This is an optimization exercise on Yosys and OpenROAD, whose aim is a short achievable clock period and few clock cycles, not a production implementation. Function was not checked in any run shown here: the RTL went through the layout flow alone. Power is estimated from default activity; no workload was simulated.

==> flow/design.v <==
`timescale 1ns/1ps
package cqt_state_pkg;
    typedef enum logic [2:0] {
        IDLE        = 3'd0,   
        CALC        = 3'd1,   
        SPLIT_FLAG  = 3'd2,   
        FORCE_SPLIT = 3'd3,   
        LEAF_CU     = 3'd4,   
        NEXT        = 3'd5,   
        ENDING      = 3'd6    
    } cqt_state_t;
endpackage
`timescale 1ns/1ps
package cqt_syntax_pkg;
    typedef logic [1:0] cqt_depth_t;
    typedef enum logic [1:0] {
        CTX_NONE = 2'd0,
        CTX_ONE  = 2'd1,
        CTX_BOTH = 2'd2
    } split_ctx_t;
endpackage
`timescale 1ns/1ps
module cqt_decoder (
    input  logic        clk,
    input  logic        rst_n,
    input  logic        cqt_start,
    input  logic [5:0]  ctb_x,
    input  logic [4:0]  ctb_y,
    input  logic [11:0] pic_width,
    input  logic [10:0] pic_height,
    input  logic        bin,
    input  logic        bin_vld,
    input  logic        cu_done,
    output logic        dec_run,
    output logic        ctx_addr_vld,
    output logic [9:0]  ctx_addr,
    output logic        cu_start,
    output logic [11:0] cu_x,
    output logic [10:0] cu_y,
    output logic [2:0]  cu_log2_size,
    output logic        cqt_done
);
localparam logic [2:0] M_IDLE  = 3'd0;   
localparam logic [2:0] M_PRE   = 3'd1;   
localparam logic [2:0] M_FWBIN = 3'd2;   
localparam logic [2:0] M_FWCU  = 3'd3;   
localparam logic [2:0] M_SCALC = 3'd4;   
localparam logic [2:0] M_SWBIN = 3'd5;   
localparam logic [2:0] M_SWCU  = 3'd6;   
localparam logic [2:0] M_SNEXT = 3'd7;   
function automatic logic [2:0] ctxv(input logic cl, input logic ca);
    ctxv = (cl & ca) ? 3'd4 : ((cl | ca) ? 3'd3 : 3'd2);
endfunction
logic [2:0]  mode;
logic [1:0]  d, i1, i2, i3;       
logic [1:0]  nl, na;              
logic [2:0]  ctx_r;
logic        qreq, qcu, qdone;    
logic        b1req, b1cu, b0cu;   
logic        e_req, e_cu, e_done; 
logic        newpic;
logic [1:0]  left_d  [8];
logic [1:0]  above_d [8];
logic [15:0] above_buf [64];     
logic        wr_pend;
logic [15:0] wr_data;
logic [5:0]  cx;
logic [4:0]  cy;
logic        cx_nz, cy_nz;
logic [5:0]  r_wf, r_colsm1;
logic [2:0]  r_wl, r_hl;
logic [4:0]  r_hf, r_rowsm1;
logic        r_nnew, r_nfull, r_nsame, r_ncx_nz, r_ncy_nz;
wire trig = cqt_start | cu_done;
assign dec_run      = (trig & qreq) | (bin_vld & bin & b1req) | e_req;
assign ctx_addr_vld = (trig & qreq) | (bin_vld & bin & b1req) | e_req;
assign cu_start     = (cu_done & qcu) | (bin_vld & ~bin & b0cu) | (bin_vld & bin & b1cu) | e_cu;
assign cqt_done     = (cu_done & qdone) | e_done;
assign ctx_addr     = {7'd0, ctx_r};
wire [2:0] col_n = {i1[0], i2[0], i3[0]};
wire [2:0] row_n = {i1[1], i2[1], i3[1]};
wire [2:0] sz_n  = 3'd6 - {1'b0, d};
assign cu_x = {ctb_x, col_n, 3'b000};
assign cu_y = {ctb_y, row_n, 3'b000};
assign cu_log2_size = (bin & b1cu) ? 3'd3 : sz_n;
wire [1:0] i1n = i1 + 2'd1;
wire [1:0] i2n = i2 + 2'd1;
wire [1:0] i3n = i3 + 2'd1;
wire sel3   = (d == 2'd3) & (i3 != 2'd3);
wire sel2   = ~sel3 & d[1] & (i2 != 2'd3);
wire sel1   = ~sel3 & ~sel2 & (d != 2'd0) & (i1 != 2'd3);
wire s_done = ~sel3 & ~sel2 & ~sel1;
wire [1:0] s_k  = sel3 ? 2'd3 : (sel2 ? 2'd2 : 2'd1);
wire [1:0] s_i1 = sel1 ? i1n : i1;
wire [1:0] s_i2 = sel2 ? i2n : (sel1 ? 2'd0 : i2);
wire [1:0] s_i3 = sel3 ? i3n : 2'd0;
wire [2:0] row2 = {i1[1], i2n[1], 1'b0};
wire [2:0] col2 = {i1[0], i2n[0], 1'b0};
wire byp2 = (d == 2'd2) & ~i2[0];
wire cl2  = ~byp2 & ((|col2) | cx_nz) & (left_d[row2] == 2'd3);
wire ca2  = ((|row2) | cy_nz) & (above_d[col2] == 2'd3);
wire byp1 = (d == 2'd1) & ~i1[0];
wire [1:0] s_nl = (byp1 | ~(i1n[0] | cx_nz)) ? 2'd0 : (i1n[1] ? left_d[4] : left_d[0]);
wire [1:0] s_na = ~(i1n[1] | cy_nz) ? 2'd0 : (i1n[0] ? above_d[4] : above_d[0]);
wire [2:0] s_ctx = sel2 ? ctxv(cl2, ca2) : ctxv(s_nl[1], s_na[1]);
wire [3:0] wu = (cx == r_wf) ? {1'b0, r_wl} : 4'd8;    
wire [3:0] hu = (cy == r_hf) ? {1'b0, r_hl} : 4'd8;
wire [3:0] span_n = 4'd8 >> d;
wire outside_n = ({1'b0, col_n} >= wu) || ({1'b0, row_n} >= hu);
wire cross_n   = ({1'b0, col_n} + span_n > wu) || ({1'b0, row_n} + span_n > hu);
wire [1:0] n_nl = !((|col_n) || cx_nz) ? 2'd0 : left_d[row_n];
wire [1:0] n_na = !((|row_n) || cy_nz) ? 2'd0 : above_d[col_n];
logic [1:0] idx_n;
always_comb begin
    case (d)
        2'd1:    idx_n = i1;
        2'd2:    idx_n = i2;
        2'd3:    idx_n = i3;
        default: idx_n = 2'd0;
    endcase
end
wire [15:0] above_rd = above_buf[1];
logic [1:0] above_next [8];
always_comb
    for (int c = 0; c < 8; c++)
        above_next[c] = r_nsame ? above_d[c] : above_rd[2*c +: 2];
wire [1:0] root_nl = r_ncx_nz ? left_d[0] : 2'd0;
wire [1:0] root_na = r_ncy_nz ? above_next[0] : 2'd0;
wire full_now = (ctb_x < pic_width[11:6]) && (ctb_y < pic_height[10:6]);
wire ev_bin0   = (mode == M_FWBIN) & bin_vld & ~bin;
wire ev_bin1   = (mode == M_FWBIN) & bin_vld & bin;
wire ev_fcu    = (mode == M_FWCU) & cu_done & qcu;
wire ev_fdone  = (mode == M_FWCU) & cu_done & qdone;
wire ev_sdone  = (mode == M_SNEXT) & (d == 2'd0);
wire ev_done   = ev_fdone | ev_sdone;
wire s_cu_calc = (mode == M_SCALC) & ~outside_n & (d == 2'd3);
wire s_cu_bin  = (mode == M_SWBIN) & bin_vld & ~bin;
wire       wr_en = ev_bin0 | (ev_bin1 & (d == 2'd2)) | ev_fcu | s_cu_calc | s_cu_bin;
wire       wr_8  = (mode == M_FWBIN) & bin;
wire [1:0] wr_v  = wr_8 ? 2'd3 : d;
wire [2:0] mask_d = {d != 2'd0, d[1], d == 2'd3};
logic [7:0] hit_row, hit_col;
always_comb
    for (int u = 0; u < 8; u++) begin
        hit_row[u] = wr_8 ? (3'(u) == row_n) : (((3'(u) ^ row_n) & mask_d) == 3'd0);
        hit_col[u] = wr_8 ? (3'(u) == col_n) : (((3'(u) ^ col_n) & mask_d) == 3'd0);
    end
always_ff @(posedge clk) begin
    for (int u = 0; u < 8; u++) begin
        if (wr_en && hit_row[u]) left_d[u] <= wr_v;
        if (rst_n && ev_done) above_d[u] <= above_next[u];
        else if (wr_en && hit_col[u]) above_d[u] <= wr_v;
    end
    if (wr_pend)
        for (int k = 0; k < 64; k++)
            above_buf[k] <= (6'(k) == r_colsm1) ? wr_data : above_buf[(k + 1) % 64];
end
always_ff @(posedge clk) begin
    if (cqt_start) begin
        cx    <= ctb_x;
        cy    <= ctb_y;
        cx_nz <= |ctb_x;
        cy_nz <= |ctb_y;
    end
    r_wf     <= pic_width[11:6];
    r_wl     <= pic_width[5:3];
    r_hf     <= pic_height[10:6];
    r_hl     <= pic_height[5:3];
    r_colsm1 <= pic_width[11:6] - 6'(pic_width[5:0] == 6'd0);
    r_rowsm1 <= pic_height[10:6] - 5'(pic_height[5:0] == 6'd0);
end
logic       lastcol, lastrow;
logic [5:0] ncx;
logic [4:0] ncy;
always_comb begin
    lastcol = (cx >= r_colsm1);
    lastrow = (cy >= r_rowsm1);
    ncx = lastcol ? 6'd0 : cx + 6'd1;
    ncy = lastcol ? (lastrow ? 5'd0 : cy + 5'd1) : cy;
end
always_ff @(posedge clk) begin
    r_nnew   <= lastcol & lastrow;
    r_nfull  <= (ncx < r_wf) && (ncy < r_hf);
    r_nsame  <= (r_colsm1 == 6'd0);
    r_ncx_nz <= |ncx;
    r_ncy_nz <= |ncy;
end
always_ff @(posedge clk) begin
    e_req   <= 1'b0;
    e_cu    <= 1'b0;
    e_done  <= 1'b0;
    wr_pend <= 1'b0;
    if (!rst_n) begin
        mode   <= M_IDLE;
        d      <= 2'd0;
        i1     <= 2'd0;
        i2     <= 2'd0;
        i3     <= 2'd0;
        nl     <= 2'd0;
        na     <= 2'd0;
        ctx_r  <= 3'd2;
        qreq   <= 1'b0;
        qcu    <= 1'b0;
        qdone  <= 1'b0;
        b1req  <= 1'b0;
        b1cu   <= 1'b0;
        b0cu   <= 1'b0;
        newpic <= 1'b1;
    end else begin
        if ((trig & qreq) | ((mode == M_PRE) & e_req)) begin
            mode  <= M_FWBIN;
            ctx_r <= ctxv({1'b0, nl} > {1'b0, d} + 3'd1, {1'b0, na} > {1'b0, d} + 3'd1);
            b1req <= (d < 2'd2);
            b1cu  <= (d == 2'd2);
            b0cu  <= 1'b1;
            qreq  <= 1'b0;
            qcu   <= 1'b0;
            qdone <= 1'b0;
        end else if (ev_bin0 | ev_fcu) begin
            mode  <= M_FWCU;
            d     <= s_k;
            i1    <= s_i1;
            i2    <= s_i2;
            i3    <= s_i3;
            nl    <= s_nl;
            na    <= s_na;
            ctx_r <= s_ctx;
            qreq  <= ~s_done & (s_k != 2'd3);
            qcu   <= ~s_done & (s_k == 2'd3);
            qdone <= s_done;
            b1req <= 1'b0;
            b1cu  <= 1'b0;
            b0cu  <= 1'b0;
        end else if (ev_bin1) begin
            if (d != 2'd2) begin
                d     <= d + 2'd1;
                ctx_r <= ctxv({1'b0, nl} > {1'b0, d} + 3'd2, {1'b0, na} > {1'b0, d} + 3'd2);
                b1req <= (d == 2'd0);
                b1cu  <= (d == 2'd1);
            end else begin
                mode  <= M_FWCU;
                d     <= 2'd3;
                i3    <= 2'd1;
                qcu   <= 1'b1;
                b1req <= 1'b0;
                b1cu  <= 1'b0;
                b0cu  <= 1'b0;
            end
        end else if (ev_done) begin
            mode   <= M_IDLE;
            d      <= 2'd0;
            i1     <= 2'd0;
            i2     <= 2'd0;
            i3     <= 2'd0;
            nl     <= root_nl;
            na     <= root_na;
            ctx_r  <= ctxv(root_nl != 2'd0, root_na != 2'd0);
            qreq   <= ~r_nnew & r_nfull;
            qcu    <= 1'b0;
            qdone  <= 1'b0;
            newpic <= r_nnew;
            e_done <= ev_sdone;
            wr_pend <= 1'b1;
            for (int c = 0; c < 8; c++) wr_data[2*c +: 2] <= above_d[c];
        end else begin
            case (mode)
                M_IDLE: begin
                    if (cqt_start) begin
                        mode  <= M_PRE;
                        e_req <= full_now;
                    end
                end
                M_PRE: mode <= M_SCALC;
                M_SCALC: begin
                    if (outside_n) begin
                        mode <= M_SNEXT;
                    end else if (d == 2'd3) begin
                        mode <= M_SWCU;
                        e_cu <= 1'b1;
                    end else if (cross_n) begin
                        d <= d + 2'd1;
                    end else begin
                        mode  <= M_SWBIN;
                        e_req <= 1'b1;
                        ctx_r <= ctxv(n_nl > d, n_na > d);
                    end
                end
                M_SWBIN: begin
                    if (bin_vld) begin
                        if (bin) begin
                            mode <= M_SCALC;
                            d    <= d + 2'd1;
                        end else begin
                            mode <= M_SWCU;
                            e_cu <= 1'b1;
                        end
                    end
                end
                M_SWCU: begin
                    if (cu_done) mode <= M_SNEXT;
                end
                M_SNEXT: begin
                    case (d)
                        2'd1:    i1 <= i1 + 2'd1;
                        2'd2:    i2 <= i2 + 2'd1;
                        default: i3 <= i3 + 2'd1;
                    endcase
                    if (idx_n == 2'd3) d <= d - 2'd1;
                    else               mode <= M_SCALC;
                end
                default: ;   
            endcase
        end
    end
end
endmodule
==> flow/run.sh <==
#!/bin/bash
# synth_recipe.tcl (not shown) runs the flow's synth.tcl, then flattens the netlist and writes it again
# the make line also repeats each setting of config.mk as NAME=value (left out here)
make -C /OpenROAD-flow-scripts/flow DESIGN_CONFIG=/design/flow/config.mk WORK_HOME=/design/flow/orfs CLKGATE_MAP_FILE= SYNTH_SCRIPT=/design/flow/synth_recipe.tcl finish
==> flow/config.mk <==
export PLATFORM = sky130hd
export DESIGN_NAME = cqt_decoder
export DESIGN_NICKNAME = cqt_decoder
export VERILOG_FILES = /design/flow/design.v
export SDC_FILE = /design/flow/constraint.sdc
export NUM_CORES = 4
export LEC_CHECK = 0
export ABC_CLOCK_PERIOD_IN_PS = 2800
export CAP_MARGIN = 20
export CORE_MARGIN = 2
export CORE_UTILIZATION = 40
export SETUP_SLACK_MARGIN = 3.0
export SLEW_MARGIN = 20
export TNS_END_PERCENT = 100
==> flow/constraint.sdc <==
create_clock -name core_clock -period 6.0 [get_ports {clk}]
set_input_delay 1.2000 -clock core_clock [delete_from_list [all_inputs] [get_ports {clk}]]
set_output_delay 1.2000 -clock core_clock [all_outputs]
set_load 0.01 [all_outputs]
==> out/results.tsv, run 1 <==
metric	value	unit
Die Y	363	um
CP most frequent cell	nand2_1	
Finished Layout Cells	5041	
peak per-stage delay on the critical path	0.79	ns
Lkg Pwr	0.0198	uW
Total Wirelength	111000	um
switching share of power	23.5	%
Slew Limit Headroom	29.5	%
count of cell types in the netlist	76	
sequential share of power	49.4	%
number of global-route vias before repair	27100	
crit path cell chain	inv_1, nand2_1, nor2_1, nand2_1, mux2_2	
final setup violation count	0	
Critical Path Fanout Max	16	
sequential-to-total area share from yosys stat	65.7	%
highest clock rate	326	MHz
Wirelength per Cell	22.0	um
Clock transition at path regs	0.06	ns
IO Pins	80	
asr flop ratio synth	0	%
fill count	11000	
CP top delay family	simple AND/OR/NAND/NOR gates	
logic gate share of total power	9.3	%
grt total ovfl	0	
Slew @ Worst Pin	1.06	ns
Core Box Area	128000	um2
CP arrival	3.54	ns
Critical path buffers and inverters	1	
drt first pass iters	8	
mux contribution to synthesized area	23.0	%
Ys Warns	5	
Tcrit/Tclk final	51.1	%
Remaining DRCs	0	
Yosys top cell area share	63.4	%
EDFF count, synth	1085	
status	timing/DRC/antenna clean	
Rows	131	
CTS tree	built	
flops & latches, synth	1146	
DR vias/cell	5.36	
grt met3 use	2.95	%
largest net degree at the start of global routing	208	
PD cells	309	nW/um2
Min-Delay Path Class	reg2reg	
Post-Synth Simple-Gate Area	3.26	%
HPWL after DPL	63500	um
RSZ-0062 raised after global routing	yes	
Hold Vio Cnt, Final	0	
critical path class	reg2reg	
post-synthesis compound-gate area fraction	2.90	%
Pint	13900	uW
largest family of logic cells by synthesized area	multiplexers	
Root Driver	clkbuf_16	
GR Util met1	23.6	%
most common cell in the netlist	edfxtp_1	
startpoint class of the critical path	register	
Synth Cell Area	51400	um2
Total Routing Usage GR	16.8	%
Num CTS Buffers	130	
met2 GRT Util	26.6	%
Final Max Slew Viols	0	
fraction of layout cells with a size suffix above 1	43.6	%
switching power	4290	uW
footprint of the multi-input gates	17000	um2
number of DRC markers in iteration 0	2597	
Commonest cells post-synth	1085 x edfxtp_1, 1021 x mux2_2, 180 x clkbuf_1	
antenna cell count	0	
Top FF cell, synth	edfxtp_1	
Register Area	33800	um2
WHS	0.468	ns
Clk pwr share	41.3	%
Layout area overhead	14.8	%
Worst-Skew Late Latency	0.74	ns
clock sinks	1146	
max_cap viols	0	
fin crit period	3.07	ns
Crit-path slowest cell	nand2_1	
XOR/XNOR Fraction of Synth Area	0.375	%
DP Cell Count	4735	
Mapped Avg Cell Area	16.1	um2
CP endpoint kind	register	
ranking of synthesized cells by area	edfxtp_1 63%, mux2_2 22%, dfxtp_1 2.4%, ha_1 2.1%, clkbuf_1 1.3%	
final net count	3410	
Die Footprint	131000	um2
maximum buffer depth of the clock tree	3	
cell count after synthesis	3196	
gr busiest metal	met2	
initial core utilization	40.3	%
H-tree depth	4	
post-route ant nets	0	
Worst VDD drop	313	uV
initial antenna violation count	1	
Vias	27000	
largest area contributor in the netlist	edfxtp_1	
PortBufs	66	
Fin Clk Skew	0.0249	ns
post-synthesis adder-cell area fraction	2.19	%
DIE WIDTH	363	um
routability cong.	0.819	
first-pass GRT wire length	170000	um
Worst Path Required	6.47	ns
-- layer usage --
metal	wire length, um	vias up
met2	52200	618
met5	0	-
li1	-	12400
met3	4990	157
met1	51300	13800
met4	2420	0
-- area by class of cell --
| class | count | area share [%] |
|---|---|---|
| clock buffers | 161 | 5.87 |
| clock inverters | 69 | 0.922 |
| inverters | 69 | 0.488 |
| multi-input cells | 1747 | 28.8 |
| flip-flops and latches | 1146 | 57.3 |
| well taps | 1662 | 3.52 |
| repair buffers | 187 | 3.06 |
-- logic make-up after synthesis --
group | count (synthesis)
flip-flops | 1146
buffers and inverters | 315
AO/OA/AOI/OAI | 224
AND/OR/NAND/NOR | 352
multiplexers | 1047
other | 1
XOR/XNOR | 22
adder cells (fa/ha/maj) | 89
-- power by group through the flow --
| stage | clock [uW] | combinational (uW) | sequential, uW |
|---|---|---|---|
| floorplan | 0 | 959 | 9170 |
| detailed placement | 0 | 1320 | 9190 |
| global route | 8040 | 1850 | 9010 |
| CTS | 7740 | 1560 | 9000 |
| finish | 7540 | 1700 | 9000 |
| global placement | 0 | 1320 | 9190 |
-- flip-flops by register name (all words and copies together), names as in the netlist, 5 cells and up --
name       cells
above_buf   1024
above_d       16
cx             6
cy             5
left_d        16
r_colsm1       6
r_hf           5
r_rowsm1       5
r_wf           6
wr_data       16
-- worst paths after layout --
| path | from | cells after the start | slack [ns] | to |
|---|---|---|---|---|
| max | r_colsm1[1] | 5 | 2.93 | above_buf[53][14] |
| min | ctx_r[2] | 2 | 0.47 | ctx_r[2] |
| max reg2reg | r_colsm1[1] | 5 | 2.93 | above_buf[53][14] |
| min reg2reg | ctx_r[2] | 2 | 0.47 | ctx_r[2] |
-- placed cells by master (no fill, tap or decap), drive strengths merged, types with 37 or more instances in the layout --
cell,instances
edfxtp,1085
mux2,1028
clkbuf,161
buf,132
nand2,117
nor2,94
ha,87
inv,74
o21ai,62
dfxtp,61
clkinv,55
a21oi,45
nor3,37
-- repair_timing --
action                                  4_1_cts  5_1_grt
hold buffers                                  0        0
gates resized for setup                     173       64
pin swaps                                    32       21
gates cloned                                  0        0
setup buffers                                58       15
endpoints found under the setup margin      407      423
-- worst reg2reg max path, delay by kind of cell, from the launching register on --
family,cells,cell delay [ns]
simple gates,3,1.71
buf+inv,1,0.21
flops,1,0.37
mux,1,0.52
-- through the flow --
step	setup WS (ns)	total power [uW]	utilization, %	area [um2]	TNS, ns
2_1_floorplan	-1.74	10100	-	51600	-1776.68
3_3_place_gp	1.97	10500	42.1	53700	0
3_5_place_dp	1.96	10500	42.2	53800	0
4_1_cts	2.89	18300	45.9	58500	0
5_1_grt	2.77	18900	46.3	59000	0
6_report	2.93	18200	46.3	59000	0
==> run 2: changes to the inputs <==
--- a/flow/design.v
+++ b/flow/design.v
@@ -80,8 +80,8 @@
 wire [2:0] col_n = {i1[0], i2[0], i3[0]};
 wire [2:0] row_n = {i1[1], i2[1], i3[1]};
 wire [2:0] sz_n  = 3'd6 - {1'b0, d};
-assign cu_x = {ctb_x, col_n, 3'b000};
-assign cu_y = {ctb_y, row_n, 3'b000};
+assign cu_x = {cx, col_n, 3'b000};
+assign cu_y = {cy, row_n, 3'b000};
 assign cu_log2_size = (bin & b1cu) ? 3'd3 : sz_n;
 wire [1:0] i1n = i1 + 2'd1;
 wire [1:0] i2n = i2 + 2'd1;
--- a/flow/config.mk
+++ b/flow/config.mk
@@ -5,10 +5,10 @@
 export SDC_FILE = /design/flow/constraint.sdc
 export NUM_CORES = 4
 export LEC_CHECK = 0
-export ABC_CLOCK_PERIOD_IN_PS = 2800
+export ABC_CLOCK_PERIOD_IN_PS = 2500
 export CAP_MARGIN = 20
 export CORE_MARGIN = 2
 export CORE_UTILIZATION = 40
-export SETUP_SLACK_MARGIN = 3.0
+export SETUP_SLACK_MARGIN = 4.0
 export SLEW_MARGIN = 20
 export TNS_END_PERCENT = 100
==> run 2 against run 1 <==
Effect of this change:
- critical endpoint is now cu_start
- clock skew is 0.0087 ns higher
- sequential power hardly changed
- total power is 0.69% lower
==> out/results.tsv, run 2 <==
metric	value	unit
cell count after synthesis	3185	
Worst path depth	5	
Worst-Skew Late Latency	0.74	ns
largest net degree at the start of global routing	194	
switching share of power	23.6	%
drt first pass iters	5	
Mapped Avg Cell Area	16.1	um2
Util after Layout	48.9	%
EDFF count, synth	1085	
Core Box Area	128000	um2
maximum buffer depth of the clock tree	3	
worst hold path cell count	0	
Vias	28100	
number of DRC markers in iteration 0	2458	
Total Wirelength	118000	um
CP top delay family	compound AO/OA/AOI/OAI gates	
CTS tree	built	
commonest cells after routing, fill and taps aside	1085 x edfxtp_1, 936 x mux2_2, 160 x buf_4, 129 x clkbuf_16, 86 x mux2_4	
footprint of the multi-input gates	18500	um2
Pint	13800	uW
Critical Path Fanout Max	5	
Synth Cell Area	51300	um2
Fin Clk Skew	0.0336	ns
routability cong.	0.829	
flops & latches, synth	1146	
final net count	3561	
sequential share of power	49.7	%
Root Driver	clkbuf_16	
CP endpoint kind	output port	
Final Max Slew Viols	0	
fraction of layout cells with a size suffix above 1	50.4	%
fill count	10700	
initial core utilization	40.3	%
worst reg2reg setup slack	3.03	ns
first-pass GRT wire length	175000	um
Commonest cells post-synth	1085 x edfxtp_1, 1021 x mux2_2, 180 x clkbuf_1	
WHS	0.448	ns
most common cell in the netlist	edfxtp_1	
met2 GRT Util	27.7	%
status	timing/DRC/antenna clean	
sequential-to-total area share from yosys stat	65.8	%
max_cap viols	0	
DIE WIDTH	362	um
GR Util met1	24.2	%
Clk pwr share	39.5	%
fin crit period	3.04	ns
Slew @ Worst Pin	1.02	ns
PD cells	291	nW/um2
max reg flops	1024	
clock sinks	1146	
post-route ant nets	0	
DP Cell Count	4741	
Yosys top cell area share	63.5	%
Tcrit/Tclk final	50.7	%
logic gate share of total power	10.8	%
H-tree depth	3	
Top FF cell, synth	edfxtp_1	
Total Routing Usage GR	17.3	%
number of global-route vias before repair	27900	
initial antenna violation count	1	
largest area contributor in the netlist	edfxtp_1	
peak per-stage delay on the critical path	0.28	ns
Rows	131	
critical path class	in2out	
Die Y	362	um
Hold Vio Cnt, Final	0	
Lkg Pwr	0.0214	uW
Num CTS Buffers	117	
Top reg by flops	above_buf	
Worst Path Required	4.80	ns
Die Footprint	131000	um2
switching power	4280	uW
final setup violation count	0	
R2R depth	13	
crit path cell chain	buf_12, nand2_4, o21ai_2, a221o_1, buf_2	
HPWL after DPL	64700	um
count of cell types in the netlist	76	
Slew Limit Headroom	32.1	%
Hold Buf Count CTS	0	
RSZ-0062 raised after global routing	yes	
grt total ovfl	0	
Clock transition at path regs	0.06	ns
DR vias/cell	5.40	
commonest non-fill, non-tap cell in the layout	edfxtp_1	
antenna cell count	0	
Wirelength per Cell	22.7	um
Worst VDD drop	225	uV
Ys Warns	5	
CP arrival	1.84	ns
PortBufs	66	
Min-Delay Path Class	reg2reg	
highest clock rate	329	MHz
asr flop ratio synth	0	%
Register Area	33900	um2
grt met3 use	2.87	%
ranking of synthesized cells by area	edfxtp_1 63%, mux2_2 22%, dfxtp_1 2.4%, ha_1 2.1%, clkbuf_1 1.3%	
Remaining DRCs	0	
gr busiest metal	met2	
startpoint class of the critical path	input port	
IO Pins	80	
Finished Layout Cells	5193	
Critical path buffers and inverters	2	
Crit-path slowest cell	a221o_1	
Layout area overhead	21.4	%
[run 2: area by class of cell]
class	count	share of cell area, %
Clock inverter	54	0.787
Sequential cell	1146	54.4
Timing Repair Buffer	346	6.08
Clock buffer	164	5.21
Tap cell	1662	3.34
Inverter	69	0.468
Multi-Input combinational cell	1752	29.8
[run 2: cells by family (layout without fill, tap and decap cells)]
| kind of cell | after synthesis | count (layout) | synth area share [%] |
|---|---|---|---|
| AOI/OAI and AO/OA | 224 | 224 | 2.91 |
| xor gates and xnor gates | 22 | 22 | 0.375 |
| adders and majority gates | 89 | 89 | 2.20 |
| buffers and inverters | 304 | 633 | 2.39 |
| DFF | 1146 | 1146 | 65.8 |
| muxes | 1047 | 1047 | 23.0 |
| other | 1 | 13 | 0.00730 |
| and+or+nand+nor | 352 | 357 | 3.26 |
[run 2: final timing paths]
check / startpoint / endpoint
worst min-delay path: above_d[3][0] / wr_data[6]
worst min register to register: above_d[3][0] / wr_data[6]
worst max-delay path: bin / cu_start
worst max register to register: cx[1] / above_d[6][0]
[run 2: per-layer routing]
metal / part of all wire, % / up-vias
met3: 4.6 / 214
met4: 3.1 / 0
met5: 0 / -
met2: 47 / 667
li1: - / 12700
met1: 46 / 14400
[run 2: repair_timing]
item | CTS | global route
resized for setup | 501 | 256
setup endpoints to repair | 1531 | 1017
pin swaps | 101 | 71
gates cloned | 5 | 15
setup buffers | 174 | 40
[run 2: power groups by stage]
stage               logic, uW  registers, uW  clock network, uW
global route             2100           9020               7620
floorplan                 974           9170                  0
global placement         1340           9200                  0
detailed placement       1350           9190                  0
CTS                      1760           9000               7330
finish                   1950           9010               7150
[run 2: per-stage QoR]
stage	TNS (ns)	total power [uW]	cell area, um2	worst slack [ns]
global placement	0	10500	53800	1.80
finish	0	18100	62300	2.96
CTS	0	18100	60600	2.95
detailed placement	0	10500	53900	1.77
floorplan	-1776.68	10100	51700	-1.74
global route	0	18700	62300	2.90
==> run 3: changes to the inputs <==
--- a/flow/design.v
+++ b/flow/design.v
@@ -70,6 +70,7 @@
 logic [5:0]  r_wf, r_colsm1;
 logic [2:0]  r_wl, r_hl;
 logic [4:0]  r_hf, r_rowsm1;
+logic [63:0] r_lastsel;           
 logic        r_nnew, r_nfull, r_nsame, r_ncx_nz, r_ncy_nz;
 wire trig = cqt_start | cu_done;
 assign dec_run      = (trig & qreq) | (bin_vld & bin & b1req) | e_req;
@@ -153,7 +154,7 @@
     end
     if (wr_pend)
         for (int k = 0; k < 64; k++)
-            above_buf[k] <= (6'(k) == r_colsm1) ? wr_data : above_buf[(k + 1) % 64];
+            above_buf[k] <= r_lastsel[k] ? wr_data : above_buf[(k + 1) % 64];
 end
 always_ff @(posedge clk) begin
     if (cqt_start) begin
@@ -168,6 +169,7 @@
     r_hl     <= pic_height[5:3];
     r_colsm1 <= pic_width[11:6] - 6'(pic_width[5:0] == 6'd0);
     r_rowsm1 <= pic_height[10:6] - 5'(pic_height[5:0] == 6'd0);
+    for (int k = 0; k < 64; k++) r_lastsel[k] <= (r_colsm1 == 6'(k));
 end
 logic       lastcol, lastrow;
 logic [5:0] ncx;
==> run 3 against run 2 <==
Effect of this change:
- still clean on timing, DRC and antenna
- clock power is 6.7% higher
- synthesized cell count up 3.8%
- total power up 4.7%
- fmax decreased by 3.7%
- global-route usage fell by 2.0 points
- critical path type is now reg2reg
- critical endpoint is now r_nfull
- largest cell class unchanged
==> out/results.tsv, run 3 <==
metric	value	unit
grt total ovfl	0	
final setup margin	2.84	ns
Crit-path slowest cell	edfxtp_1	
largest area contributor in the netlist	edfxtp_1	
Die Y	367	um
PortBufs	66	
flops & latches, synth	1209	
Rows	133	
CP endpoint kind	register	
Worst Path Required	6.65	ns
DR vias/cell	5.17	
HPWL after DPL	58500	um
GR Util met1	21.4	%
Clock transition at path regs	0.06	ns
Layout area overhead	15.9	%
Commonest cells post-synth	1085 x edfxtp_1, 1024 x mux2_2, 247 x clkbuf_1	
cell count after synthesis	3307	
Hold Buf Count CTS	0	
Slew Limit Headroom	30.9	%
clock sinks	1209	
initial core utilization	40.2	%
fill count	11200	
largest net degree at the start of global routing	181	
Top reg by flops	above_buf	
startpoint class of the critical path	register	
ranking of synthesized cells by area	edfxtp_1 62%, mux2_2 22%, dfxtp_1 4.7%, ha_1 2.1%, clkbuf_1 1.8%	
gr busiest metal	met2	
routability cong.	0.818	
status	timing/DRC/antenna clean	
Synth Cell Area	52800	um2
Final Max Slew Viols	0	
H-tree depth	4	
Critical Path Fanout Max	7	
max_cap viols	0	
number of global-route vias before repair	27800	
top flop regs	above_buf x1024, r_lastsel x64	
critical path class	reg2reg	
sequential-to-total area share from yosys stat	66.4	%
IO Pins	80	
Setup TNS	0	ns
met2 GRT Util	23.9	%
drt first pass iters	5	
first-pass GRT wire length	164000	um
Fin Clk Skew	0.0269	ns
placement-stage worst setup slack	1.80	ns
commonest non-fill, non-tap cell in the layout	edfxtp_1	
Min-Delay Path Class	reg2reg	
asr flop ratio synth	0	%
CTS tree	built	
Yosys top cell area share	61.7	%
R2R depth	17	
final net count	3515	
Hold Vio Cnt, Final	0	
Top FF cell, synth	edfxtp_1	
Mapped Avg Cell Area	16.0	um2
highest clock rate	317	MHz
Total Wirelength	104000	um
PD cells	310	nW/um2
Tcrit/Tclk final	52.6	%
post-route ant nets	0	
Wirelength per Cell	19.7	um
most common cell in the netlist	edfxtp_1	
Worst VDD drop	269	uV
peak per-stage delay on the critical path	0.41	ns
count of cell types in the netlist	81	
crit path cell chain	buf_6, inv_4, ha_4, nand2b_4, a211oi_2, o21bai_1, a21o_1, a21o_4, nor2_2, ha_1, and3_4, o211ai_1, a21oi_2, nor4_2, nand3_1, a21oi_2, o31a_1	
worst hold path cell count	0	
Worst path depth	17	
number of DRC markers in iteration 0	2008	
Critical path buffers and inverters	2	
Pwr Total	19000	uW
Finished Layout Cells	5247	
fin crit period	3.16	ns
Num CTS Buffers	132	
final setup violation count	0	
max reg flops	1024	
Vias	27100	
CP arrival	3.81	ns
Lkg Pwr	0.0202	uW
EDFF count, synth	1085	
CP most frequent cell	a21oi_2	
fraction of layout cells with a size suffix above 1	45.1	%
Root Driver	clkbuf_16	
WHS	0.449	ns
maximum buffer depth of the clock tree	3	
commonest cells after routing, fill and taps aside	1085 x edfxtp_1, 1024 x mux2_2, 135 x clkbuf_16, 113 x nor2_1, 113 x buf_4	
Total Routing Usage GR	15.2	%
CP top delay family	compound AO/OA/AOI/OAI gates	
RSZ-0062 raised after global routing	yes	
Die Footprint	135000	um2
DP Cell Count	4882	
Worst-Skew Late Latency	0.71	ns
Ys Warns	5	
Core Box Area	131000	um2
DIE WIDTH	367	um
Remaining DRCs	0	
Slew @ Worst Pin	1.04	ns
initial antenna violation count	1	
grt met3 use	2.85	%
run 3: cell count changes in the layout (fill, tap and decap cells not counted), sizes merged, moves of 13 or more:
cell | previous run | this run
nor2 | 94 | 127
dfxtp | 61 | 124
o21ai | 62 | 41
buf | 304 | 194
nand2 | 122 | 87
a21oi | 45 | 58
run 3: kinds of logic after synthesis:
logic type      synth area share (%)
xor+xnor                       0.431
flops                           66.4
fa+ha+maj                       2.14
other cells                  0.00710
compound gates                  3.03
buf+inv                         2.75
simple gates                    3.02
mux                             22.3
run 3: worst paths after layout:
path,from,endpoint,slack (ns)
worst max-delay path,cx[0],r_nfull,2.84
worst min register to register,above_d[5][1],wr_data[11],0.45
worst min-delay path,above_d[5][1],wr_data[11],0.45
worst max register to register,cx[0],r_nfull,2.84
run 3: through the flow:
stage          utilization [%]  area [um2]
3_5_place_dp              42.1       55200
3_3_place_gp              42.1       55200
4_1_cts                   46.2       60600
5_1_grt                   46.6       61200
6_report                  46.6       61200
2_1_floorplan                -       53300
run 3: cell type report:
class	instances	area, um2	area share (%)
Antenna cell	1	2.50	0.00409
Clock inverter	56	388	0.633
Clock buffer	183	3650	5.96
Sequential cell	1209	35100	57.3
Tap cell	1755	2200	3.59
Inverter	73	294	0.480
Multi-Input combinational cell	1745	17400	28.4
Timing Repair Buffer	225	2230	3.64
run 3: timing repair:
item / in CTS / in global routing
gates resized for setup: 314 / 100
gates cloned: 2 / 1
pin swaps: 60 / 53
setup endpoints to repair: 996 / 137
setup buffers: 96 / 26
run 3: power breakdown:
part | switching, uW | total, uW | internal (uW)
registers | 158 | 9450 | 9290
clock network | 3280 | 7630 | 4350
logic | 992 | 1890 | 894
total | 4430 | 19000 | 14500
run 3: per-layer routing:
metal  vias up  wire (um)
met5         -          0
met4         0       2240
met3       150       4440
met2       502      48700
met1     13900      48200
li1      12600          -
==> run 4: changes to the inputs <==
--- a/flow/design.v
+++ b/flow/design.v
@@ -20,6 +20,34 @@
     } split_ctx_t;
 endpackage
 `timescale 1ns/1ps
+module cqt_walker (
+    input  logic       cqt_start,
+    input  logic       bin,
+    input  logic       bin_vld,
+    input  logic       cu_done,
+    input  logic       qreq,       
+    input  logic       qcu,        
+    input  logic       qdone,      
+    input  logic       b1req,      
+    input  logic       b1cu,       
+    input  logic       b0cu,       
+    input  logic       e_req,      
+    input  logic       e_cu,
+    input  logic       e_done,
+    input  logic [2:0] sz_n,       
+    output logic       dec_run,
+    output logic       ctx_addr_vld,
+    output logic       cu_start,
+    output logic [2:0] cu_log2_size,
+    output logic       cqt_done
+);
+assign dec_run      = (cqt_start & qreq) | (cu_done & qreq) | (bin_vld & bin & b1req) | e_req;
+assign ctx_addr_vld = (cqt_start & qreq) | (cu_done & qreq) | (bin_vld & bin & b1req) | e_req;
+assign cu_start     = (cu_done & qcu) | (bin_vld & ~bin & b0cu) | (bin_vld & bin & b1cu) | e_cu;
+assign cqt_done     = (cu_done & qdone) | e_done;
+assign cu_log2_size = (bin & b1cu) ? 3'd3 : sz_n;
+endmodule
+`timescale 1ns/1ps
 module cqt_decoder (
     input  logic        clk,
     input  logic        rst_n,
@@ -73,17 +101,18 @@
 logic [63:0] r_lastsel;           
 logic        r_nnew, r_nfull, r_nsame, r_ncx_nz, r_ncy_nz;
 wire trig = cqt_start | cu_done;
-assign dec_run      = (trig & qreq) | (bin_vld & bin & b1req) | e_req;
-assign ctx_addr_vld = (trig & qreq) | (bin_vld & bin & b1req) | e_req;
-assign cu_start     = (cu_done & qcu) | (bin_vld & ~bin & b0cu) | (bin_vld & bin & b1cu) | e_cu;
-assign cqt_done     = (cu_done & qdone) | e_done;
+wire [2:0] sz_n = 3'd6 - {1'b0, d};
+cqt_walker i_pulse (
+    .cqt_start, .bin, .bin_vld, .cu_done,
+    .qreq, .qcu, .qdone, .b1req, .b1cu, .b0cu, .e_req, .e_cu, .e_done,
+    .sz_n,
+    .dec_run, .ctx_addr_vld, .cu_start, .cu_log2_size, .cqt_done
+);
 assign ctx_addr     = {7'd0, ctx_r};
 wire [2:0] col_n = {i1[0], i2[0], i3[0]};
 wire [2:0] row_n = {i1[1], i2[1], i3[1]};
-wire [2:0] sz_n  = 3'd6 - {1'b0, d};
 assign cu_x = {cx, col_n, 3'b000};
 assign cu_y = {cy, row_n, 3'b000};
-assign cu_log2_size = (bin & b1cu) ? 3'd3 : sz_n;
 wire [1:0] i1n = i1 + 2'd1;
 wire [1:0] i2n = i2 + 2'd1;
 wire [1:0] i3n = i3 + 2'd1;
--- a/flow/config.mk
+++ b/flow/config.mk
@@ -11,4 +11,6 @@
 export CORE_UTILIZATION = 40
 export SETUP_SLACK_MARGIN = 4.0
 export SLEW_MARGIN = 20
+export SYNTH_HIERARCHICAL = 1
+export SYNTH_MINIMUM_KEEP_SIZE = 0
 export TNS_END_PERCENT = 100
==> run 4 against run 3 <==
Effect of this change:
- largest power group unchanged
- final area is 0.56% higher
- combinational power is 6% lower
- die area hardly changed
- critical endpoint is now d[1]
- routed wire length is 1.5% higher
- still clean
==> out/results.tsv, run 4 <==
metric	value	unit
critical path class	reg2reg	
Yosys top cell area share	61.7	%
Pwr Total	19200	uW
Top reg by flops	above_buf	
CP arrival	3.89	ns
logic gate share of total power	9.2	%
top flop regs	above_buf x1024, r_lastsel x64	
final setup violation count	0	
EDFF count, synth	1085	
asr flop ratio synth	0	%
drt first pass iters	8	
Slew @ Worst Pin	0.974	ns
startpoint class of the critical path	register	
peak per-stage delay on the critical path	0.48	ns
sequential-to-total area share from yosys stat	66.4	%
Rows	133	
Register Area	35100	um2
Clk pwr share	42.0	%
Commonest cells post-synth	1085 x edfxtp_1, 1027 x mux2_2, 234 x clkbuf_1	
sequential share of power	48.8	%
Mapped Avg Cell Area	16.0	um2
CP most frequent cell	ha_4	
Num CTS Buffers	132	
fin crit period	3.22	ns
Hold Buf Count CTS	0	
Worst VDD drop	306	uV
Clock transition at path regs	0.06	ns
number of DRC markers in iteration 0	2164	
Layout area overhead	16.6	%
number of global-route vias before repair	28100	
Tcrit/Tclk final	53.7	%
Util after Layout	46.9	%
Top FF cell, synth	edfxtp_1	
PortBufs	66	
Synth Cell Area	52800	um2
Ys Warns	11	
switching power	4380	uW
max_cap viols	0	
DR vias/cell	5.21	
Slew Limit Headroom	35.0	%
fraction of layout cells with a size suffix above 1	45.8	%
CTS tree	built	
largest net degree at the start of global routing	191	
largest area contributor in the netlist	edfxtp_1	
max reg flops	1024	
maximum buffer depth of the clock tree	3	
Total Routing Usage GR	15.4	%
Remaining DRCs	0	
HPWL after DPL	58500	um
switching share of power	22.8	%
Pint	14800	uW
Vias	27400	
Worst Path Required	6.66	ns
most common cell in the netlist	edfxtp_1	
Hold Vio Cnt, Final	0	
footprint of the multi-input gates	17300	um2
cell count after synthesis	3300	
Fin Clk Skew	0.0301	ns
fill count	11100	
Root Driver	clkbuf_16	
Core Box Area	131000	um2
initial core utilization	40.2	%
Min-Delay Path Class	reg2reg	
Wirelength per Cell	20.0	um
DIE WIDTH	367	um
Total Wirelength	105000	um
grt total ovfl	0	
ranking of synthesized cells by area	edfxtp_1 62%, mux2_2 22%, dfxtp_1 4.7%, ha_1 2.1%, clkbuf_1 1.7%	
CP endpoint kind	register	
Die Y	367	um
IO Pins	80	
count of cell types in the netlist	92	
Die Footprint	135000	um2
initial antenna violation count	0	
crit path cell chain	buf_6, ha_4, buf_6, ha_4, inv_2, fa_1, inv_2, ha_4, nor2b_4, o211ai_1, a21oi_2, or2_4, and3_4, o311ai_4, mux2i_1	
final net count	3523	
PD cells	312	nW/um2
Final Max Slew Viols	0	
first-pass GRT wire length	166000	um
antenna cell count	0	
clock sinks	1209	
RSZ-0062 raised after global routing	yes	
Critical Path Fanout Max	4	
highest clock rate	310	MHz
Setup TNS	0	ns
status	timing/DRC/antenna clean	
H-tree depth	4	
routability cong.	0.848	
Lkg Pwr	0.0204	uW
flops & latches, synth	1209	
commonest non-fill, non-tap cell in the layout	edfxtp_1	
commonest cells after routing, fill and taps aside	1085 x edfxtp_1, 1027 x mux2_2, 139 x clkbuf_16, 130 x nor2_1, 115 x buf_4	
Worst-Skew Late Latency	0.73	ns
post-route ant nets	0	
Crit-path slowest cell	fa_1	
-- run 4: cell count changes in the layout (fill, tap and decap cells not counted), moves of 7 or more --
cell       previous run  this run
a21o_1               18         9
o21a_1               23         6
clkbuf_1             39        23
o21ai_0              27        17
o21ai_4               1        10
nor2_1              113       130
inv_1                63        56
bufinv_16             2        11
clkinv_1             18        25
-- run 4: cell families (layout without fill, tap and decap cells) --
group           after synthesis  after routing  synth area share, %
flops                      1209           1209                 66.4
fa+ha+maj                    89             89                 2.14
other cells                   1             13              0.00710
simple gates                358            358                 3.17
xor+xnor                     23             23                0.381
compound gates              216            217                 2.88
buf+inv                     360            545                 2.85
mux                        1044           1044                 22.2
-- run 4: worst max-delay path, delay by kind of cell (launching register included) --
kind	cells	cell delay, ns
DFF	1	0.35
and+or+nand+nor	3	0.55
adders and majority gates	4	1.07
AOI/OAI and AO/OA	3	0.60
buffers and inverters	4	0.35
muxes	1	0.22
-- run 4: repair_timing --
| action | in CTS | in global routing |
|---|---|---|
| endpoints found under the setup margin | 1022 | 496 |
| gates cloned | 3 | 1 |
| buffers inserted | 109 | 26 |
| gates resized for setup | 346 | 68 |
| pin swaps | 58 | 41 |
-- run 4: metrics by stage --
step	cell area, um2	setup WS, ns	hold WS, ns	std cells
2_1_floorplan	53200	-1.74	0.421	3312
3_3_place_gp	55100	1.80	0.443	4876
3_5_place_dp	55100	1.80	0.444	4876
4_1_cts	61100	2.77	0.464	5226
5_1_grt	61600	2.73	0.470	5253
6_report	61600	2.78	0.464	5253
-- run 4: final timing paths --
path | endpoint | from | depth (start not counted) | slack, ns
hold reg to reg | ctx_r[1] | ctx_r[1] | 1 | 0.46
setup reg to reg | d[1] | d[1] | 15 | 2.78
setup / recovery | d[1] | d[1] | 15 | 2.78
hold / removal | ctx_r[1] | ctx_r[1] | 1 | 0.46
-- run 4: layout make-up --
type                       count  share of cell area, %
tap                         1755                   3.57
sequential                  1209                   57.0
timing repair buffer         238                   3.82
clock inverter                71                   1.11
multi-input combinational   1744                   28.1
inverter                      69                  0.502
clock buffer                 167                   5.88
-- run 4: modules after synthesis, one instance, submodules excluded --
module       cells inside  times used  area, um2
cqt_walker             11           1       76.3
cqt_decoder          3289           1      52800
-- run 4: metal layers --
layer | track usage, % | routed length, um | up-vias
li1 | - | - | 12600
met1 | 21.3 | 48200 | 14000
met2 | 24.4 | 49800 | 584
met3 | 2.80 | 4390 | 207
met4 | 5.05 | 2730 | 0
met5 | 0 | 0 | -
-- run 4: power groups by stage --
stage,sequential [uW],combinational [uW],clock (uW)
final,9370,1770,8060
after floorplan,9500,976,0
after CTS,9360,1630,8280
after detailed placement,9570,1260,0
after global routing,9380,1900,8580
after global placement,9570,1240,0
==> run 5: changes to the inputs <==
--- a/flow/design.v
+++ b/flow/design.v
@@ -20,34 +20,6 @@
     } split_ctx_t;
 endpackage
 `timescale 1ns/1ps
-module cqt_walker (
-    input  logic       cqt_start,
-    input  logic       bin,
-    input  logic       bin_vld,
-    input  logic       cu_done,
-    input  logic       qreq,       
-    input  logic       qcu,        
-    input  logic       qdone,      
-    input  logic       b1req,      
-    input  logic       b1cu,       
-    input  logic       b0cu,       
-    input  logic       e_req,      
-    input  logic       e_cu,
-    input  logic       e_done,
-    input  logic [2:0] sz_n,       
-    output logic       dec_run,
-    output logic       ctx_addr_vld,
-    output logic       cu_start,
-    output logic [2:0] cu_log2_size,
-    output logic       cqt_done
-);
-assign dec_run      = (cqt_start & qreq) | (cu_done & qreq) | (bin_vld & bin & b1req) | e_req;
-assign ctx_addr_vld = (cqt_start & qreq) | (cu_done & qreq) | (bin_vld & bin & b1req) | e_req;
-assign cu_start     = (cu_done & qcu) | (bin_vld & ~bin & b0cu) | (bin_vld & bin & b1cu) | e_cu;
-assign cqt_done     = (cu_done & qdone) | e_done;
-assign cu_log2_size = (bin & b1cu) ? 3'd3 : sz_n;
-endmodule
-`timescale 1ns/1ps
 module cqt_decoder (
     input  logic        clk,
     input  logic        rst_n,
@@ -89,8 +61,9 @@
 logic        newpic;
 logic [1:0]  left_d  [8];
 logic [1:0]  above_d [8];
-logic [15:0] above_buf [64];     
+logic [15:0] above_buf [64];
 logic        wr_pend;
+logic [5:0]  wr_idx;
 logic [15:0] wr_data;
 logic [5:0]  cx;
 logic [4:0]  cy;
@@ -98,41 +71,54 @@
 logic [5:0]  r_wf, r_colsm1;
 logic [2:0]  r_wl, r_hl;
 logic [4:0]  r_hf, r_rowsm1;
-logic [63:0] r_lastsel;           
+logic [5:0]  r_ncx;
+logic [4:0]  r_ncy;
 logic        r_nnew, r_nfull, r_nsame, r_ncx_nz, r_ncy_nz;
 wire trig = cqt_start | cu_done;
-wire [2:0] sz_n = 3'd6 - {1'b0, d};
-cqt_walker i_pulse (
-    .cqt_start, .bin, .bin_vld, .cu_done,
-    .qreq, .qcu, .qdone, .b1req, .b1cu, .b0cu, .e_req, .e_cu, .e_done,
-    .sz_n,
-    .dec_run, .ctx_addr_vld, .cu_start, .cu_log2_size, .cqt_done
-);
+assign dec_run      = (trig & qreq) | (bin_vld & bin & b1req) | e_req;
+assign ctx_addr_vld = (trig & qreq) | (bin_vld & bin & b1req) | e_req;
+assign cu_start     = (cu_done & qcu) | (bin_vld & ~bin & b0cu) | (bin_vld & bin & b1cu) | e_cu;
+assign cqt_done     = (cu_done & qdone) | e_done;
 assign ctx_addr     = {7'd0, ctx_r};
 wire [2:0] col_n = {i1[0], i2[0], i3[0]};
 wire [2:0] row_n = {i1[1], i2[1], i3[1]};
-assign cu_x = {cx, col_n, 3'b000};
-assign cu_y = {cy, row_n, 3'b000};
-wire [1:0] i1n = i1 + 2'd1;
-wire [1:0] i2n = i2 + 2'd1;
-wire [1:0] i3n = i3 + 2'd1;
-wire sel3   = (d == 2'd3) & (i3 != 2'd3);
-wire sel2   = ~sel3 & d[1] & (i2 != 2'd3);
-wire sel1   = ~sel3 & ~sel2 & (d != 2'd0) & (i1 != 2'd3);
-wire s_done = ~sel3 & ~sel2 & ~sel1;
-wire [1:0] s_k  = sel3 ? 2'd3 : (sel2 ? 2'd2 : 2'd1);
-wire [1:0] s_i1 = sel1 ? i1n : i1;
-wire [1:0] s_i2 = sel2 ? i2n : (sel1 ? 2'd0 : i2);
-wire [1:0] s_i3 = sel3 ? i3n : 2'd0;
-wire [2:0] row2 = {i1[1], i2n[1], 1'b0};
-wire [2:0] col2 = {i1[0], i2n[0], 1'b0};
-wire byp2 = (d == 2'd2) & ~i2[0];
-wire cl2  = ~byp2 & ((|col2) | cx_nz) & (left_d[row2] == 2'd3);
-wire ca2  = ((|row2) | cy_nz) & (above_d[col2] == 2'd3);
-wire byp1 = (d == 2'd1) & ~i1[0];
-wire [1:0] s_nl = (byp1 | ~(i1n[0] | cx_nz)) ? 2'd0 : (i1n[1] ? left_d[4] : left_d[0]);
-wire [1:0] s_na = ~(i1n[1] | cy_nz) ? 2'd0 : (i1n[0] ? above_d[4] : above_d[0]);
-wire [2:0] s_ctx = sel2 ? ctxv(cl2, ca2) : ctxv(s_nl[1], s_na[1]);
+wire [2:0] sz_n  = 3'd6 - {1'b0, d};
+assign cu_x = {ctb_x, col_n, 3'b000};
+assign cu_y = {ctb_y, row_n, 3'b000};
+assign cu_log2_size = (bin & b1cu) ? 3'd3 : sz_n;
+logic        s_done, s_byp;
+logic [1:0]  s_k, s_i1, s_i2, s_i3;
+always_comb begin
+    s_done = 1'b0;
+    s_byp  = 1'b0;
+    s_k    = d;
+    s_i1   = i1;
+    s_i2   = i2;
+    s_i3   = i3;
+    if (d == 2'd3 && i3 != 2'd3) begin
+        s_k  = 2'd3;
+        s_i3 = i3 + 2'd1;
+        s_byp = ~i3[0];
+    end else if (d >= 2'd2 && i2 != 2'd3) begin
+        s_k  = 2'd2;
+        s_i2 = i2 + 2'd1;
+        s_i3 = 2'd0;
+        s_byp = (d == 2'd2) & ~i2[0];
+    end else if (d >= 2'd1 && i1 != 2'd3) begin
+        s_k  = 2'd1;
+        s_i1 = i1 + 2'd1;
+        s_i2 = 2'd0;
+        s_i3 = 2'd0;
+        s_byp = (d == 2'd1) & ~i1[0];
+    end else begin
+        s_done = 1'b1;
+    end
+end
+wire [2:0] s_col = {s_i1[0], s_i2[0], s_i3[0]};
+wire [2:0] s_row = {s_i1[1], s_i2[1], s_i3[1]};
+wire [1:0] s_nl = (s_byp || !((|s_col) || cx_nz)) ? 2'd0 : left_d[s_row];
+wire [1:0] s_na = !((|s_row) || cy_nz) ? 2'd0 : above_d[s_col];
+wire [2:0] s_ctx = ctxv(s_nl > s_k, s_na > s_k);
 wire [3:0] wu = (cx == r_wf) ? {1'b0, r_wl} : 4'd8;    
 wire [3:0] hu = (cy == r_hf) ? {1'b0, r_hl} : 4'd8;
 wire [3:0] span_n = 4'd8 >> d;
@@ -149,7 +135,7 @@
         default: idx_n = 2'd0;
     endcase
 end
-wire [15:0] above_rd = above_buf[1];
+wire [15:0] above_rd = above_buf[r_ncx];
 logic [1:0] above_next [8];
 always_comb
     for (int c = 0; c < 8; c++)
@@ -181,9 +167,7 @@
         if (rst_n && ev_done) above_d[u] <= above_next[u];
         else if (wr_en && hit_col[u]) above_d[u] <= wr_v;
     end
-    if (wr_pend)
-        for (int k = 0; k < 64; k++)
-            above_buf[k] <= r_lastsel[k] ? wr_data : above_buf[(k + 1) % 64];
+    if (wr_pend) above_buf[wr_idx] <= wr_data;
 end
 always_ff @(posedge clk) begin
     if (cqt_start) begin
@@ -198,7 +182,6 @@
     r_hl     <= pic_height[5:3];
     r_colsm1 <= pic_width[11:6] - 6'(pic_width[5:0] == 6'd0);
     r_rowsm1 <= pic_height[10:6] - 5'(pic_height[5:0] == 6'd0);
-    for (int k = 0; k < 64; k++) r_lastsel[k] <= (r_colsm1 == 6'(k));
 end
 logic       lastcol, lastrow;
 logic [5:0] ncx;
@@ -210,9 +193,11 @@
     ncy = lastcol ? (lastrow ? 5'd0 : cy + 5'd1) : cy;
 end
 always_ff @(posedge clk) begin
+    r_ncx    <= ncx;
+    r_ncy    <= ncy;
     r_nnew   <= lastcol & lastrow;
     r_nfull  <= (ncx < r_wf) && (ncy < r_hf);
-    r_nsame  <= (r_colsm1 == 6'd0);
+    r_nsame  <= (ncx == cx);
     r_ncx_nz <= |ncx;
     r_ncy_nz <= |ncy;
 end
@@ -292,6 +277,7 @@
             newpic <= r_nnew;
             e_done <= ev_sdone;
             wr_pend <= 1'b1;
+            wr_idx  <= cx;
             for (int c = 0; c < 8; c++) wr_data[2*c +: 2] <= above_d[c];
         end else begin
             case (mode)
==> flow/config.mk (replaced) <==
export PLATFORM = sky130hd
export DESIGN_NAME = cqt_decoder
export DESIGN_NICKNAME = cqt_decoder
export VERILOG_FILES = /design/flow/design.v
export SDC_FILE = /design/flow/constraint.sdc
export NUM_CORES = 4
export LEC_CHECK = 0
export ABC_CLOCK_PERIOD_IN_PS = 2800
export CAP_MARGIN = 20
export CORE_MARGIN = 2
export CORE_UTILIZATION = 40
export SETUP_SLACK_MARGIN = 3.0
export SLEW_MARGIN = 20
export TNS_END_PERCENT = 100
==> run 5 against run 4 <==
Effect of this change:
- setup slack lost 0.38 ns
- global-route usage grew 4.0 points
- critical endpoint is now ctx_r[0]
- via count shrank 6.6%
- critical path depth grew 2
- combinational power grew 120%
- clock-buffer cell count shrank 43
==> out/results.tsv, run 5 <==
metric	value	unit
asr flop ratio synth	0	%
ranking of synthesized cells by area	edfxtp_1 68%, mux4_2 14%, dfxtp_1 2.8%, ha_1 2.4%, mux2i_1 1.3%	
Worst Hold Endpoint	b0cu	
Wirelength per Cell	26.7	um
Top FF cell, synth	edfxtp_1	
Die Footprint	122000	um2
Lkg Pwr	0.0188	uW
sequential-to-total area share from yosys stat	71.2	%
max_cap viols	0	
Post-Synth Simple-Gate Area	3.81	%
EDFF count, synth	1091	
max reg flops	1024	
antenna cell count	0	
Min-Delay Path Class	reg2reg	
CTS tree	built	
worst hold path cell count	2	
Tcrit/Tclk final	60.1	%
Root Driver	clkbuf_16	
Util after Layout	48.4	%
Remaining DRCs	0	
DR vias/cell	5.67	
IO Pins	80	
Mapped Avg Cell Area	19.0	um2
Critical Path Fanout Max	10	
most common cell in the netlist	edfxtp_1	
Core Box Area	118000	um2
initial antenna violation count	1	
post-synthesis adder-cell area fraction	2.49	%
count of cell types in the netlist	86	
post-route ant nets	0	
final setup violation count	0	
initial core utilization	40.4	%
flops & latches, synth	1158	
post-synthesis compound-gate area fraction	3.90	%
Vias	25600	
Yosys top cell area share	68.4	%
PD cells	352	nW/um2
Top reg by flops	above_buf	
clock sinks	1158	
H-tree depth	3	
highest clock rate	277	MHz
commonest cells after routing, fill and taps aside	1091 x edfxtp_1, 308 x mux4_2, 177 x buf_4, 137 x nor2_1, 122 x clkbuf_16	
startpoint class of the critical path	register	
Fin Clk Skew	0.0374	ns
CP arrival	4.18	ns
RSZ-0062 raised after global routing	yes	
r2r startpoint	i2[0]	
Slew @ Worst Pin	1.11	ns
Synth Cell Area	47900	um2
R2R depth	17	
Hold Vio Cnt, Final	0	
worst reg2reg setup slack	2.40	ns
number of DRC markers in iteration 0	2601	
Worst-Skew Late Latency	0.71	ns
Pwr Total	20200	uW
critical path class	reg2reg	
Worst Path Required	6.58	ns
largest area contributor in the netlist	edfxtp_1	
Final Max Slew Viols	0	
Hold Buf Count CTS	0	
Clock transition at path regs	0.06	ns
largest family of logic cells by synthesized area	multiplexers	
status	timing/DRC/antenna clean	
XOR/XNOR Fraction of Synth Area	0.512	%
Total Wirelength	120000	um
RR Endpoint	ctx_r[0]	
Critical Path Source	i2[0]	
number of global-route vias before repair	25800	
cell count after synthesis	2523	
PortBufs	66	
hold_sp	b0cu	
Setup TNS	0	ns
grt total ovfl	0	
drt first pass iters	6	
fin crit period	3.60	ns
Worst VDD drop	246	uV
largest net degree at the start of global routing	65	
DIE WIDTH	350	um
first-pass GRT wire length	175000	um
final net count	2946	
mux contribution to synthesized area	16.0	%
CP endpoint kind	register	
Num CTS Buffers	113	
Ys Warns	4	
fraction of layout cells with a size suffix above 1	31.9	%
WHS	0.468	ns
Total Routing Usage GR	19.4	%
maximum buffer depth of the clock tree	3	
Die Y	350	um
Layout area overhead	19.7	%
HPWL after DPL	70800	um
commonest non-fill, non-tap cell in the layout	edfxtp_1	
Slew Limit Headroom	26.0	%
routability cong.	0.885	
Commonest cells post-synth	1091 x edfxtp_1, 308 x mux4_2, 146 x nor2_1	
Rows	126	
## run 5: cell types whose count changed in the layout (fill, tap and decap cells not counted), moves of 14 or more
cell | previous run | this run
mux2_2 | 1027 | 6
mux4_2 | 0 | 308
buf_4 | 115 | 177
dfxtp_1 | 106 | 53
buf_6 | 58 | 17
mux2i_1 | 16 | 43
dlygate4sd2_1 | 0 | 18
clkbuf_16 | 139 | 122
mux2i_4 | 0 | 14
## run 5: critical path: stages, from the launching register on
cell	delay, ns
dfxtp_4	0.35
buf_12	0.14
ha_2	0.20
o21bai_4	0.20
buf_4	0.18
a41oi_2	0.37
nand2_1	0.15
o32ai_1	0.40
or2_4	0.20
ha_4	0.11
inv_1	0.04
a21oi_2	0.14
a21oi_2	0.06
ha_1	0.32
a221oi_2	0.30
o22ai_1	0.14
nand2_1	0.09
mux2i_1	0.09
## run 5: power by group
| part | switching, uW | internal (uW) | leakage (uW) |
|---|---|---|---|
| Sequential | 153 | 8860 | 0.0104 |
| Clock | 3070 | 4220 | 0.00187 |
| Combinational | 2100 | 1780 | 0.00651 |
| Total | 5330 | 14900 | 0.0188 |
## run 5: final cells by class
cell class	count	area [um2]
fillers	9645	61100
clock buffers	124	2890
clock inverters	87	923
flip-flops and latches	1158	34200
well taps	1600	2000
repair buffers	306	3130
multi-input cells	1159	13900
inverters	74	294
## run 5: routing by layer
metal  wire length (um)  track usage, %  share of wire, %
met1              50900            26.9                42
met5                  0               0                 0
met2              58800            31.9                49
met3               7680            3.13               6.4
met4               3030            5.45               2.5
## run 5: through the flow
stage / instances / setup WS [ns] / cell area [um2]
2_1_floorplan: 2535 / 2.67 / 48200
3_3_place_gp: 4154 / 1.61 / 50900
3_5_place_dp: 4157 / 1.51 / 51000
4_1_cts: 4449 / 2.51 / 56200
5_1_grt: 4508 / 2.29 / 57300
6_report: 4508 / 2.40 / 57300
## run 5: timing repair
item | 4_1_cts | 5_1_grt
setup endpoints to repair | 116 | 64
cloned | 6 | 10
gates resized for setup | 233 | 102
setup buffers | 75 | 45
pin swaps | 40 | 55
## run 5: logic make-up (layout without fill, tap and decap cells)
family | count (synthesis) | count (layout)
xor gates and xnor gates | 28 | 28
and+or+nand+nor | 383 | 384
other | 1 | 13
muxes | 378 | 378
buffers and inverters | 221 | 591
DFF | 1158 | 1158
adders and majority gates | 94 | 94
AOI/OAI and AO/OA | 260 | 262
## run 5: how the worst max path moves through the flow
stage                to  slack (ns)
2_1_floorplan  ctx_r[0]        2.67
3_3_place_gp   ctx_r[0]        1.61
3_5_place_dp   ctx_r[0]        1.51
4_1_cts        ctx_r[0]        2.51
5_1_grt        ctx_r[0]        2.29
6_report       ctx_r[0]        2.40

## re-timing with driven ports
In the flow no input, the clock included, has a driving cell. The finished layouts below were timed again as built, in two steps. Step 1: set_driving_cell puts a clkbuf_16 on clk and a buf_2 on each other input, an assumption about the parent block. Step 2 adds t to the input delays and takes it off the output delays; t is the mean of the earliest and latest rising clock arrival at the registers after step 1. Input paths then give back, and output paths get back, about the clock's delay inside the block. Three values: no drivers, after step 1, after step 2; two values: the first two.
run | t, ns | setup slack, ns | latest minus earliest clock arrival (ns) | worst data-port slew with drivers (ns)
run 1 | 0.805 | 2.935 / 2.897 / 2.515 | 0.025 / 0.025 | 0.07
run 2 | 0.795 | 2.958 / 2.909 / 2.653 | 0.036 / 0.036 | 0.08
run 3 | 0.778 | 2.842 / 2.842 / 2.452 | 0.031 / 0.031 | 0.08
run 4 | 0.791 | 2.775 / 2.741 / 2.741 | 0.035 / 0.034 | 0.06
run 5 | 0.766 | 2.396 / 2.396 / 2.220 | 0.038 / 0.037 | 0.09
After both steps setup and hold are still met in every run listed. The setup slack of run 1, which loses most, moves by -0.038 ns with the drivers and by -0.420 ns with both steps.
